Context: an optimization exercise on an open-source flow, tuned for small area, a short achievable clock period and few clock cycles. The choices shown serve that exercise and are no tape-out recipe.
In this exercise RTL edits were held to simulation tests only and were not proved equivalent to the original.

== run E ==
==> flow/design.v (excerpt) <==
module backprop_top (
  input  logic                    dtb,
  input  logic                    rst_n,
  input  logic                    sample_valid,
  input  logic                    drain_start,
  input  logic [2*16-1:0] x,
  input  logic [2*16-1:0] y_hid,
  input  logic [2*16-1:0] y_out,
  input  logic [2*16-1:0] target,
  input  logic [(2 * 2 + 2 * 2)*16-1:0] w,
  input  logic [(2 + 2)*16-1:0] b,
  output logic                    param_valid,
  output logic                    busy,
  output logic                    drain_done,
  output logic [4-1:0]      param_index,
  output logic [16-1:0]        param_value,
  output logic [16-1:0]        cost
);
==> flow/config.mk <==
export PLATFORM = sky130hd
export DESIGN_NAME = backprop_top
export DESIGN_NICKNAME = backprop_top
export VERILOG_FILES = /design/flow/design.v
export SDC_FILE = /design/flow/constraint.sdc
export NUM_CORES = 4
export LEC_CHECK = 0
export ABC_AREA = 1
export CAP_MARGIN = 20
export CORE_MARGIN = 2
export CORE_UTILIZATION = 55
export PLACE_DENSITY = 0.7
export SLEW_MARGIN = 20
==> flow/constraint.sdc <==
create_clock -name core_clock -period 22.0 [get_ports {dtb}]
set_input_delay 4.4000 -clock core_clock [delete_from_list [all_inputs] [get_ports {dtb}]]
set_output_delay 4.4000 -clock core_clock [all_outputs]
set_load 0.01 [all_outputs]
standard.sh (not shown) runs the stock make flow with config.mk's settings and CLKGATE_MAP_FILE= SYNTH_SCRIPT=/design/flow/synth_recipe.tcl, a recipe that flattens the netlist after the stock synthesis.
==> flow/flow/run.sh <==
#!/bin/bash
# The standard layout (standard.sh, with the standard synthesis), made with
# three changes in how it is made; the constraints are the design's:
# - after the standard synthesis, fapol.py removes the inverters between full
#   adders (a full adder with all inputs complemented gives both outputs
#   complemented), which leaves the function unchanged and keeps every register;
# - the port buffers that buffer_ports adds are buf_2 cells, not its default
#   choice (a slow delay buffer);
# - repair_timing aims for SETUP_SLACK_MARGIN ns of setup slack beyond the
#   constraint, so that it sizes and buffers the paths that set the period.
# Each step's whole output goes to a log of its own here; ORFS keeps its
# per-step logs under orfs/logs.
set -euo pipefail
cd "$(dirname "$0")/.."
export BUFFER_PORTS_ARGS="-buffer_cell sky130_fd_sc_hd__buf_2"
export SETUP_SLACK_MARGIN=16.3
R=orfs/results/${FLOW_PLATFORM:-sky130hd}/backprop_top/base
bash standard.sh synth > synth.log 2>&1
cp $R/1_2_yosys.v synth_netlist.v
if python3 flow/fapol.py synth_netlist.v fapol_netlist.v > fapol.log 2>&1; then
  cp fapol_netlist.v $R/1_2_yosys.v
  rm -f $R/1_synth.odb $R/1_synth.sdc
fi
bash standard.sh finish > standard.log 2>&1
Other scripts of this flow, unchanged in this note and not shown: flow/flow/fapol.py
Testbench counts of run E, summed over its fixed seeds: cycles 7,460.
The following lists how run H was set up differently from run E:
- swapping 20 for 40 in CAP_MARGIN
- swapping 20 for 60 in SLEW_MARGIN
==> notes.md <==
The number of setup violations in the final report of run E and that of run H are within noise of each other.
Between run E and run H, the difference in final cell count is negligible.
Looking at smallest hold slack across both flows, run H is the weaker of the two, with run E ahead.
Relative to run E, the highest clock rate of run H is lower by 0.62%.
Measured against each other, run E and run H differ in pre-CTS setup slack, the higher figure coming from run E.
Diff run E..run H | horizontal extent of the die | unchanged
Sort run E and run H by detailed-route via count desc -> top: run H
Between run E and run H, the flow reports vias per cell increasing slightly.
Changes observed in run H relative to run E: count of clock-buffer cells in the layout lost 1; utilization of the core after routing neither gained nor lost much.

* * *

== before ==
Another version of the RTL of backprop_top (not shown whole).
Size: about 11000 cells after synthesis, roughly 360 I/O pins.
clock: 22.0 ns
lec_check: 0
abc_area: 1
cap_margin: 40
core_margin: 2
core_utilization: 55
place_density: 0.7
slew_margin: 60
Scripts as last shown in full above: flow/flow/run.sh
Other scripts of this flow, unchanged in this note and not shown: flow/flow/fapol.py
Having completed the whole flow, before delivered a layout that passed the timing, DRC and antenna checks.
Testbench counts of before, summed over its fixed seeds: cycles 7,460.
Setup changes, before to after
diff --git a/flow/flow/run.sh b/flow/flow/run.sh
--- a/flow/flow/run.sh
+++ b/flow/flow/run.sh
@@ -16 +16 @@
-export SETUP_SLACK_MARGIN=16.3
+export SETUP_SLACK_MARGIN=16.8
--- outcome ---
- Comparing after against before, there is no change at all in depth of the critical timing path with buffers and inverters included.
- Compared with before, after improves normalized max-slew margin.
- Multi-input gate share of the layout cell area ended up 0.28 points lower on after than on before.
- From before to after the numbers moved as follows: post-cts repair resize count rose by 155, final layout net count rose by about 0.38%, first-pass GRT wire length fell by 0.37%.
- There was hardly any difference in sequential cell area share between after and before.
- Between before and after, the fraction of met1 tracks used by global routing does not differ in any meaningful way.
- Number of buffers added for setup after CTS (after over before): increase, 22

* * *

backprop_top, a different RTL version from the one above (not shown whole).
Size: roughly 13000 cells after synthesis, about 620 flip-flops, roughly 360 I/O pins, ~99000 µm² of cells after synthesis.
clock: 22.0 ns
lec_check: 0
abc_area: 1
cap_margin: 40
core_margin: 2
core_utilization: 55
place_density: 0.7
slew_margin: 60
==> flow/flow/run.sh <==
#!/bin/bash
# The standard layout (standard.sh, with the standard synthesis), made with
# two changes in how timing is repaired; the constraints are the design's:
# - the port buffers that buffer_ports adds are buf_2 cells, not its default
#   choice (a slow delay buffer);
# - repair_timing aims for SETUP_SLACK_MARGIN ns of setup slack beyond the
#   constraint, so that it sizes and buffers the paths that set the period.
# The whole make output goes to standard.log; ORFS keeps its per-step logs
# under orfs/logs.
set -euo pipefail
cd "$(dirname "$0")/.."
export BUFFER_PORTS_ARGS="-buffer_cell sky130_fd_sc_hd__buf_2"
export SETUP_SLACK_MARGIN=15.8
bash standard.sh > standard.log 2>&1
The starting point completed without violations.
Testbench counts at the start, summed over its fixed seeds: cycles 7,460.
Then changed:
==> flow/run.sh (new file) <==
#!/bin/bash
# synth_recipe.tcl (not shown) runs the flow's synth.tcl, then flattens the netlist and writes it again
# the make line also repeats each setting of config.mk as NAME=value (left out here)
make -C /OpenROAD-flow-scripts/flow DESIGN_CONFIG=/design/flow/config.mk WORK_HOME=/design/flow/orfs CLKGATE_MAP_FILE= SYNTH_SCRIPT=/design/flow/synth_recipe.tcl finish
Settings changed: CAP_MARGIN 40 to 20, CORE_UTILIZATION 55 to 40, PLACE_DENSITY 0.7 to default, SLEW_MARGIN 60 to 20.
removed: flow/flow/run.sh
removed: flow/standard.sh
What happened: Critical path depth is lower by 20. Via count is lower by a few percent. Sequential share of layout area is lower by 0.30 points. Routed wire length is lower by a few percent.

* * *

backprop_top, a different RTL version from the one above (not shown whole).
For scale: roughly 490 flip-flops, ~360 I/O pins, about 0.093 mm^2 of cells after synthesis.
Settings: LEC_CHECK=0, ABC_AREA=1, CAP_MARGIN=20, CORE_MARGIN=2, CORE_UTILIZATION=40, SLEW_MARGIN=20; clock period 22.0 ns.
run.sh (not shown) runs the stock make flow with config.mk's settings and CLKGATE_MAP_FILE= SYNTH_SCRIPT=/design/flow/synth_recipe.tcl, a recipe that flattens the netlist after the stock synthesis.
Stock flow here: none of the scripts above is used.
Testbench counts at the start, summed over its fixed seeds: cycles 7,332.
Next try:
Settings changed: SYNTH_HIERARCHICAL set to 1.
Outcome: Routed wire length barely changes; clock skew fell by 0.030 ns; design area rises by 7.5%; area after synthesis climbs by 9.8%; sequential share of layout area decreases by 0.64 points; clock-buffer cell count is unchanged; synthesized cell count is higher by 15%; via count went up by 6.3%; cell count increases by 14%.

==> port drivers added, routing unchanged <==
In the flow no input, the clock included, has a driving cell. The finished layouts below were timed again as built, in two steps. Step 1 (the two cells are an assumption about what drives the block):
set clk [get_ports {dtb}]
set_driving_cell -lib_cell sky130_fd_sc_hd__clkbuf_16 $clk
set_driving_cell -lib_cell sky130_fd_sc_hd__buf_2 [delete_from_list [all_inputs] $clk]
Step 2 times the ports against the registers' clock, not the clock port: input delays grow and output delays shrink by t, the midpoint of the rising clock arrivals with the driver on. a / b / c = ideal / step 1 / step 2; a / b = the first two.
| run | t (ns) | slack for setup (ns) | worst hold slack (ns) | cell pins on the clock port's net |
|---|---|---|---|---|
| run E | 0.808 | 16.312 / 16.223 / 15.705 | 0.324 / 0.324 / 0.324 | 1 |
| run H | 0.839 | 16.277 / 16.183 / 15.669 | 0.315 / 0.315 / 0.315 | 1 |
| before | 0.835 | 16.240 / 16.145 / 15.667 | 0.313 / 0.313 / 0.313 | 1 |
| after | 0.847 | 16.226 / 16.134 / 15.681 | 0.322 / 0.322 / 0.322 | 1 |
| the first run of note 3 | 0.834 | 15.884 / 15.828 / 15.378 | 0.305 / 0.305 / 0.305 | 1 |
| the second run of note 3 | 0.843 | 15.199 / 15.096 / 15.199 | 0.321 / 0.321 / 0.321 | 1 |
| the first run of note 4 | 0.842 | 14.707 / 14.707 / 14.707 | 0.326 / 0.326 / 0.326 | 1 |
| the second run of note 4 | 0.814 | 14.685 / 14.685 / 14.685 | 0.294 / 0.294 / 0.294 | 1 |
After both steps setup and hold are still met in every run listed. For run H, which loses most, drivers alone change the setup slack by -0.094 ns; drivers and shift together by -0.608 ns.
